From an optimization exercise on the open Yosys and OpenROAD flow, aimed at small area and a short achievable clock period; shortcuts taken in it are not production practice.
The RTL was checked by simulation tests, not by an equivalence proof against the original design.

==> design.v <==
`default_nettype none
package mac_pkg;
	localparam int PIXEL_W      = 16;    
	localparam int WEIGHT_W     = 16;    
	localparam int ACC_W        = 32;    
	localparam int LANES        = 4;     
	localparam int HID_DEPTH    = 16;    
	localparam int HID_ADDR_W   = 4;
	localparam int NEURONS      = 64;    
	localparam int NEURON_IDX_W = 6;
	localparam int DRAIN_CYCLES = 2;
	typedef logic signed [PIXEL_W-1:0]        pixel_t;
	typedef logic [LANES*WEIGHT_W-1:0]        weight_word_t;   
	typedef logic [LANES*ACC_W-1:0]           acc_word_t;      
	typedef logic [HID_ADDR_W-1:0]            hid_addr_t;
	typedef logic [NEURON_IDX_W-1:0]          neuron_idx_t;    
	typedef enum logic [1:0] {
		SEQ_IDLE,    
		SEQ_RUN,     
		SEQ_DRAIN,   
		SEQ_DUMP     
	} seq_state_t;
endpackage
`default_nettype wire
`timescale 1ns/1ps
`default_nettype none
module input_sequencer (
	input  logic                  clk,
	input  logic                  reset,
	input  logic                  i_start,       
	input  logic                  i_valid,       
	input  mac_pkg::pixel_t       i_pixel,
	input  mac_pkg::weight_word_t i_weights,
	input  logic                  i_last,
	input  logic                  i_dump_done,   
	output logic                  o_busy,
	output logic                  o_op_valid,
	output mac_pkg::pixel_t       o_pixel,
	output mac_pkg::weight_word_t o_weights,
	output mac_pkg::hid_addr_t    o_addr,
	output logic                  o_first,       
	output logic                  o_dump_start
);
	mac_pkg::seq_state_t state;
	mac_pkg::hid_addr_t  addr;            
	logic       first;           
	logic [1:0] drain_cnt;
	logic       accept;
	logic       at_last_addr;
	assign accept       = i_valid && (state == mac_pkg::SEQ_RUN);
	assign at_last_addr = (addr == mac_pkg::hid_addr_t'(mac_pkg::HID_DEPTH - 1));
	assign o_busy       = (state != mac_pkg::SEQ_IDLE);
	always_ff @(posedge clk) begin
		if (reset) begin
			state        <= mac_pkg::SEQ_IDLE;
			addr         <= '0;
			first        <= 1'b0;
			drain_cnt    <= '0;
			o_op_valid   <= 1'b0;
			o_dump_start <= 1'b0;
		end else begin
			o_op_valid   <= accept;      
			o_dump_start <= 1'b0;
			case (state)
				mac_pkg::SEQ_IDLE: begin
					if (i_start) begin
						state <= mac_pkg::SEQ_RUN;
						addr  <= '0;
						first <= 1'b1;       
					end
				end
				mac_pkg::SEQ_RUN: begin
					if (i_valid) begin
						addr <= addr + 1'b1;   
						if (at_last_addr) begin
							first <= 1'b0;
							if (i_last) begin
								state     <= mac_pkg::SEQ_DRAIN;
								drain_cnt <= '0;
							end
						end
					end
				end
				mac_pkg::SEQ_DRAIN: begin
					drain_cnt <= drain_cnt + 1'b1;
					if (drain_cnt == 2'(mac_pkg::DRAIN_CYCLES - 1)) begin
						o_dump_start <= 1'b1;
						state        <= mac_pkg::SEQ_DUMP;
					end
				end
				mac_pkg::SEQ_DUMP: begin
					if (i_dump_done)
						state <= mac_pkg::SEQ_IDLE;
				end
				default: state <= mac_pkg::SEQ_IDLE;
			endcase
		end
	end
	always_ff @(posedge clk) begin
		if (accept) begin
			o_pixel   <= i_pixel;
			o_weights <= i_weights;
			o_addr    <= addr;
			o_first   <= first;
		end
	end
endmodule
`default_nettype wire
`timescale 1ns/1ps
`default_nettype none
module mac_lane_array (
	input  logic                  clk,
	input  logic                  reset,
	input  logic                  i_op_valid,
	input  mac_pkg::pixel_t       i_pixel,
	input  mac_pkg::weight_word_t i_weights,
	input  mac_pkg::hid_addr_t    i_addr,
	input  logic                  i_first,
	input  mac_pkg::acc_word_t    i_rdata,    
	output mac_pkg::hid_addr_t    o_raddr,
	output logic                  o_write,
	output mac_pkg::hid_addr_t    o_waddr,
	output mac_pkg::acc_word_t    o_wdata
);
	logic                    s1_valid;
	mac_pkg::hid_addr_t               s1_addr;
	logic                    s1_first;
	logic signed [mac_pkg::ACC_W-1:0] s1_prod [mac_pkg::LANES];   
	assign o_raddr = i_addr;
	always_ff @(posedge clk) begin
		if (reset) begin
			s1_valid <= 1'b0;
			o_write  <= 1'b0;
		end else begin
			s1_valid <= i_op_valid;
			o_write  <= s1_valid;      
		end
	end
	always_ff @(posedge clk) begin
		s1_addr  <= i_addr;
		s1_first <= i_first;
		o_waddr  <= s1_addr;
	end
	for (genvar l = 0; l < mac_pkg::LANES; l++) begin : g_lane
		logic signed [mac_pkg::WEIGHT_W-1:0] weight;
		logic signed [mac_pkg::ACC_W-1:0]    old_acc;
		assign weight  = i_weights[l*mac_pkg::WEIGHT_W +: mac_pkg::WEIGHT_W];
		assign old_acc = i_rdata[l*mac_pkg::ACC_W +: mac_pkg::ACC_W];
		always_ff @(posedge clk) begin
			s1_prod[l] <= i_pixel * weight;    
			o_wdata[l*mac_pkg::ACC_W +: mac_pkg::ACC_W] <= s1_first ? s1_prod[l] : old_acc + s1_prod[l];
		end
	end
endmodule
`default_nettype wire
`timescale 1ns/1ps
`default_nettype none
module hidden_ram (
	input  logic               clk,
	input  logic               i_write,
	input  mac_pkg::hid_addr_t i_waddr,
	input  mac_pkg::acc_word_t i_wdata,
	input  mac_pkg::hid_addr_t i_raddr_a,   
	input  mac_pkg::hid_addr_t i_raddr_b,   
	output mac_pkg::acc_word_t o_rdata_a,
	output mac_pkg::acc_word_t o_rdata_b
);
	mac_pkg::acc_word_t mem [mac_pkg::HID_DEPTH];   
	always_ff @(posedge clk) begin
		if (i_write)
			mem[i_waddr] <= i_wdata;
	end
	always_ff @(posedge clk) begin
		o_rdata_a <= mem[i_raddr_a];
		o_rdata_b <= mem[i_raddr_b];
	end
endmodule
`default_nettype wire
`timescale 1ns/1ps
`default_nettype none
module result_reader (
	input  logic                        clk,
	input  logic                        reset,
	input  logic                        i_dump_start,
	input  mac_pkg::acc_word_t          i_rdata,
	output mac_pkg::hid_addr_t          o_raddr,
	output logic                        o_valid,
	output mac_pkg::neuron_idx_t        o_index,
	output logic signed [mac_pkg::ACC_W-1:0] o_value,
	output logic                        o_dump_done   
);
	logic        active;
	mac_pkg::neuron_idx_t idx;          
	logic        at_last_idx;
	assign at_last_idx = (idx == mac_pkg::neuron_idx_t'(mac_pkg::NEURONS - 1));
	assign o_raddr = idx[mac_pkg::NEURON_IDX_W-1 -: mac_pkg::HID_ADDR_W];
	assign o_value = i_rdata[o_index[mac_pkg::NEURON_IDX_W-mac_pkg::HID_ADDR_W-1:0] * mac_pkg::ACC_W +: mac_pkg::ACC_W];
	always_ff @(posedge clk) begin
		if (reset) begin
			active      <= 1'b0;
			idx         <= '0;
			o_valid     <= 1'b0;
			o_dump_done <= 1'b0;
		end else begin
			o_valid     <= active;      
			o_dump_done <= active && at_last_idx;
			if (i_dump_start) begin
				active <= 1'b1;
				idx    <= '0;
			end else if (active) begin
				idx <= idx + 1'b1;
				if (at_last_idx)
					active <= 1'b0;
			end
		end
	end
	always_ff @(posedge clk) begin
		o_index <= idx;     
	end
endmodule
`default_nettype wire
`timescale 1ns/1ps
`default_nettype none
module mac_top (
	input  logic                        clk,
	input  logic                        reset,
	input  logic                        i_start,
	input  logic                        i_valid,
	input  mac_pkg::pixel_t             i_pixel,
	input  mac_pkg::weight_word_t       i_weights,
	input  logic                        i_last,
	output logic                        o_busy,
	output logic                        o_valid,
	output mac_pkg::neuron_idx_t        o_index,
	output logic signed [mac_pkg::ACC_W-1:0] o_value,
	output logic                        o_done
);
	logic         op_valid;
	mac_pkg::pixel_t       op_pixel;
	mac_pkg::weight_word_t op_weights;
	mac_pkg::hid_addr_t    op_addr;
	logic         op_first;
	mac_pkg::hid_addr_t    raddr_a;
	mac_pkg::acc_word_t    rdata_a;
	logic         wr_en;
	mac_pkg::hid_addr_t    waddr;
	mac_pkg::acc_word_t    wdata;
	mac_pkg::hid_addr_t    raddr_b;
	mac_pkg::acc_word_t    rdata_b;
	logic         dump_start;
	input_sequencer seq_i (
		.clk          (clk),
		.reset        (reset),
		.i_start      (i_start),
		.i_valid      (i_valid),
		.i_pixel      (i_pixel),
		.i_weights    (i_weights),
		.i_last       (i_last),
		.i_dump_done  (o_done),       
		.o_busy       (o_busy),
		.o_op_valid   (op_valid),
		.o_pixel      (op_pixel),
		.o_weights    (op_weights),
		.o_addr       (op_addr),
		.o_first      (op_first),
		.o_dump_start (dump_start)
	);
	mac_lane_array mac_i (
		.clk        (clk),
		.reset      (reset),
		.i_op_valid (op_valid),
		.i_pixel    (op_pixel),
		.i_weights  (op_weights),
		.i_addr     (op_addr),
		.i_first    (op_first),
		.i_rdata    (rdata_a),
		.o_raddr    (raddr_a),
		.o_write    (wr_en),
		.o_waddr    (waddr),
		.o_wdata    (wdata)
	);
	hidden_ram ram_i (
		.clk       (clk),
		.i_write   (wr_en),
		.i_waddr   (waddr),
		.i_wdata   (wdata),
		.i_raddr_a (raddr_a),
		.i_raddr_b (raddr_b),
		.o_rdata_a (rdata_a),
		.o_rdata_b (rdata_b)
	);
	result_reader rd_i (
		.clk          (clk),
		.reset        (reset),
		.i_dump_start (dump_start),
		.i_rdata      (rdata_b),
		.o_raddr      (raddr_b),
		.o_valid      (o_valid),
		.o_index      (o_index),
		.o_value      (o_value),
		.o_dump_done  (o_done)
	);
endmodule
`default_nettype wire
==> run.sh <==
#!/bin/bash
# synth_recipe.tcl (not shown) runs the flow's synth.tcl, then flattens the netlist and writes it again
# the make line also repeats each setting of config.mk as NAME=value (left out here)
make -C /OpenROAD-flow-scripts/flow DESIGN_CONFIG=/design/flow/config.mk WORK_HOME=/design/flow/orfs CLKGATE_MAP_FILE= SYNTH_SCRIPT=/design/flow/synth_recipe.tcl finish
==> config.mk <==
export PLATFORM = sky130hd
export DESIGN_NAME = mac_top
export DESIGN_NICKNAME = mac_top
export VERILOG_FILES = /design/flow/design.v
export SDC_FILE = /design/flow/constraint.sdc
export NUM_CORES = 4
export LEC_CHECK = 0
export CAP_MARGIN = 20
export CORE_MARGIN = 2
export CORE_UTILIZATION = 45
export SLEW_MARGIN = 20
==> constraint.sdc <==
create_clock -name core_clock -period 8.0 [get_ports {clk}]
set_input_delay 1.6000 -clock core_clock [delete_from_list [all_inputs] [get_ports {clk}]]
set_output_delay 1.6000 -clock core_clock [all_outputs]
set_load 0.01 [all_outputs]
==> notes.md <==
-- cell families after synthesis --
family / share of synthesized area
flip-flops: 0.490
buffers and inverters: 0.0424
AND/OR/NAND/NOR: 0.0536
adder cells (fa/ha/maj): 0.175
multiplexers: 0.192
AO/OA/AOI/OAI: 0.0324
XOR/XNOR: 0.0140
-- sequential cells by signal (all words and copies together) (netlist names), 2 cells and up --
register and count:
mac_i.o_waddr 4, rd_i.idx 6, seq_i.o_weights 64, rd_i.o_index 6, ram_i.o_rdata_b 128, ram_i.mem 2048, seq_i.state 2, seq_i.o_pixel 16
ram_i.o_rdata_a 128, mac_i.s1_addr 4, mac_i.o_wdata 128, mac_i.s1_prod 128, seq_i.drain_cnt 2, seq_i.addr 4, seq_i.o_addr 4
-- cell usage after synthesis, types with 16 or more instances --
master / n / area, sq um
edfxtp_1: 2133 / 64100
mux4_2: 1290 / 29100
inv_1: 1200 / 4500
fa_1: 1052 / 21100
nand2_1: 695 / 2610
dfxtp_1: 549 / 11000
and2_1: 501 / 3130
ha_1: 459 / 5740
clkbuf_1: 421 / 1580
a21oi_1: 222 / 1110
o21ai_0: 198 / 991
nor2_1: 196 / 736
xnor2_1: 160 / 1400
buf_1: 105 / 394
a21o_1: 93 / 698
xor2_1: 84 / 736
a211oi_1: 51 / 383
nand2b_1: 51 / 319
nand3_1: 48 / 240
nor3_1: 47 / 235
nor2b_1: 42 / 263
o21a_1: 34 / 255
o31ai_1: 32 / 240
o21bai_1: 29 / 218
mux2i_1: 27 / 270
and3_1: 18 / 113
o21ai_1: 17 / 85.1
nand4_1: 16 / 100
-- per-layer routing --
| layer | GRT usage | part of all wire | vias up |
|---|---|---|---|
| li1 | - | - | 36500 |
| met1 | 0.358 | 0.41 | 47400 |
| met2 | 0.406 | 0.48 | 3779 |
| met3 | 0.0425 | 0.080 | 682 |
| met4 | 0.0750 | 0.031 | 2 |
| met5 | 0 | 0.00012 | - |
-- final cells by class --
cell class                      count  area, sq um  share of cell area
Sequential cell                  2682        75100               0.441
Multi-Input combinational cell   5543        71600               0.421
Inverter                         1200         4500              0.0265
Tap cell                         4536         5680              0.0333
Clock buffer                      391         8100              0.0476
Antenna cell                        6         15.0           0.0000882
Clock inverter                    153         2040              0.0120
Timing Repair Buffer              305         3170              0.0186
-- worst paths after layout --
path,from,to,depth (start not counted)
max,seq_i.o_pixel[7]$_DFFE_PP_,mac_i.s1_prod[2][26]$_DFF_P_,21
min,mac_i.s1_addr[3]$_DFF_P_,mac_i.o_waddr[3]$_DFF_P_,0
max reg2reg,seq_i.o_pixel[7]$_DFFE_PP_,mac_i.s1_prod[2][26]$_DFF_P_,21
min reg2reg,mac_i.s1_addr[3]$_DFF_P_,mac_i.o_waddr[3]$_DFF_P_,0
-- per-stage QoR --
step / utilization / area [sq um]
2_1_floorplan: - / 153000
3_3_place_gp: 0.472 / 160000
3_5_place_dp: 0.472 / 160000
4_1_cts: 0.502 / 170000
5_1_grt: 0.502 / 170000
6_report: 0.502 / 170000
==> key figures <==
Floorplan
  – Initial core utilization: 0.451
  – Die span in x: 587 microns
  – Io pins: between 100 and 150
  – Die footprint: approximately 0.34 sq mm
  – Die H: approximately 600 microns
  – Row count: around 210
  – Core ar.: 0.339 sq mm

Logic synthesis
  – Dominant synthesized flop cell: edfxtp_1
  – Netlist cell types: between 70 and 80
  – Synth Register Bits: roughly 2,700
  – Async S/R FF share, synth: 0
  – Synthesized cell area: 0.153 sq mm
  – Sequential cell area fraction in the yosys report: 0.490
  – Avg Synthesized Cell Area: roughly 15 sq um
  – Cell count after synthesis: between 9,000 and 10,000
  – Syn. warnings: 5
  – Number of synthesized flops with an enable pin: around 2,100
  – Syn_nets: between 10,000 and 15,000

Place
  – Routability congestion estimate: approximately 0.88
  – Pre-CTS setup slack: roughly 0.91 ns
  – # port buffers: 125
  – DP HPWL: between 200,000 and 300,000 microns
  – Placed Cells incl. Taps: approximately 14,000

CTS
  – Clk latency of the worst-skew pair: 0.93 ns
  – Post-CTS Resized: 0
  – CTS H-tree lvls: 5
  – Setup bufs post-CTS: 0
  – Clock sinks: ~2,700
  – CTS tree: built
  – Clk slew on worst S/H paths: about 0.06 ns
  – CTS Hold Bufs: 0
  – Clock root buffer: clkbuf_16
  – TritonCTS buffer count: between 200 and 300
  – Max clock buf depth: 4

Critical path
  – Setup CP Type: flop to flop
  – Worst-path cell chain: buf_4 > nand2_1 > fa_1 > inv_1 > fa_1 > inv_1 > fa_1 > inv_1 > fa_1 > fa_1 > inv_1 > fa_1 > inv_1 > ha_1 > nand3_1 > nor3_1 > a31oi_1 > o31ai_1 > o21ai_0 > xnor2_1 > buf_4
  – R2R setup slack: 0.78 ns
  – Crit path max-delay cell type: edfxtp_1
  – Top delay family on crit path: adder cells
  – CP bufs+invs: 7
  – CP Max Fanout: 17
  – Worst path max stage delay: a little under 0.9 ns
  – Worst path required time: 8.77 ns
  – Worst Setup End Kind: flop
  – Worst Setup Start Kind: flop
  – Arrival @ worst endpoint: between 7 and 8 ns
  – Most common cell on crit path: fa_1

STA
  – Part of the cycle the worst path needs: 0.902
  – Final setup violation count: 0
  – Fin worst setup slack: 0.781 ns
  – Fin Hold WS: ~0.32 ns
  – Worst slew margin: 0.157
  – Max Clk Rate: between 100 and 150 MHz
  – Slew @ Worst Pin: 1.25 ns
  – Fin. Hold Viols: 0
  – Fin Setup TNS: 0 ns
  – Fin. max-slew vios: 0
  – Layout Skew: around 0.078 ns
  – RSZ-0062 raised after global routing: no
  – Min Tclk post-route: between 7 and 8 ns

Flow run
  – Max Cap Violations: 0

Outcome
  – Run status: finished clean

Hold path
  – HP Class: flop to flop

Detailed routing
  – DRT iter0 DRCs: a little over 9,000
  – DR WL/cell: slightly below 30 microns
  – Total number of vias: roughly 90,000
  – Routed vias/inst: around 6
  – ANT nets after route: 0
  – Drt drc: 0
  – Detailed Route WL: 433,000 microns
  – DR pass1 iterations: 5

Global routing
  – Vias in the first global route: between 90,000 and 100k
  – Gr usage total: 0.253
  – Initial antenna violation count: 20
  – Grt ovf: 0
  – First-pass GRT wire length: between 600,000 and 700,000 microns
  – Largest net degree at the start of global routing: approximately 120

Cells and area
  – Final nets: around 12,000
  – Syn-to-layout area delta: 11.2%
  – Share of cells above drive strength 1: 0.192
  – Layout fillers: between 20,000 and 30,000
  – Commonest non-fill, non-tap cell in the layout: edfxtp_1
  – Fin cells: about 15,000
  – Most frequent cells in the layout: edfxtp_1, mux4_2, inv_1

## re-timing with driven ports
The results above use ideal ports. As a check the final layout listed here was re-extracted and re-timed, cells and wires unchanged.
Step 1 assumes that a clkbuf_16 drives the clock port and a buf_2 every other input.
Step 2 times the ports against the registers' clock, not the clock port: input delays grow and output delays shrink by t, the midpoint of the rising clock arrivals with the driver on.
Three values: ideal, step 1, step 2; two values: the first two.
t (ns): 0.996
setup WS [ns]: 0.781 / 0.781 / 0.781
pins driven straight from the clock port: 1
After both steps this run still meets setup and hold. The setup slack of this run moves by 0.000 ns with the drivers and by 0.000 ns with both steps.
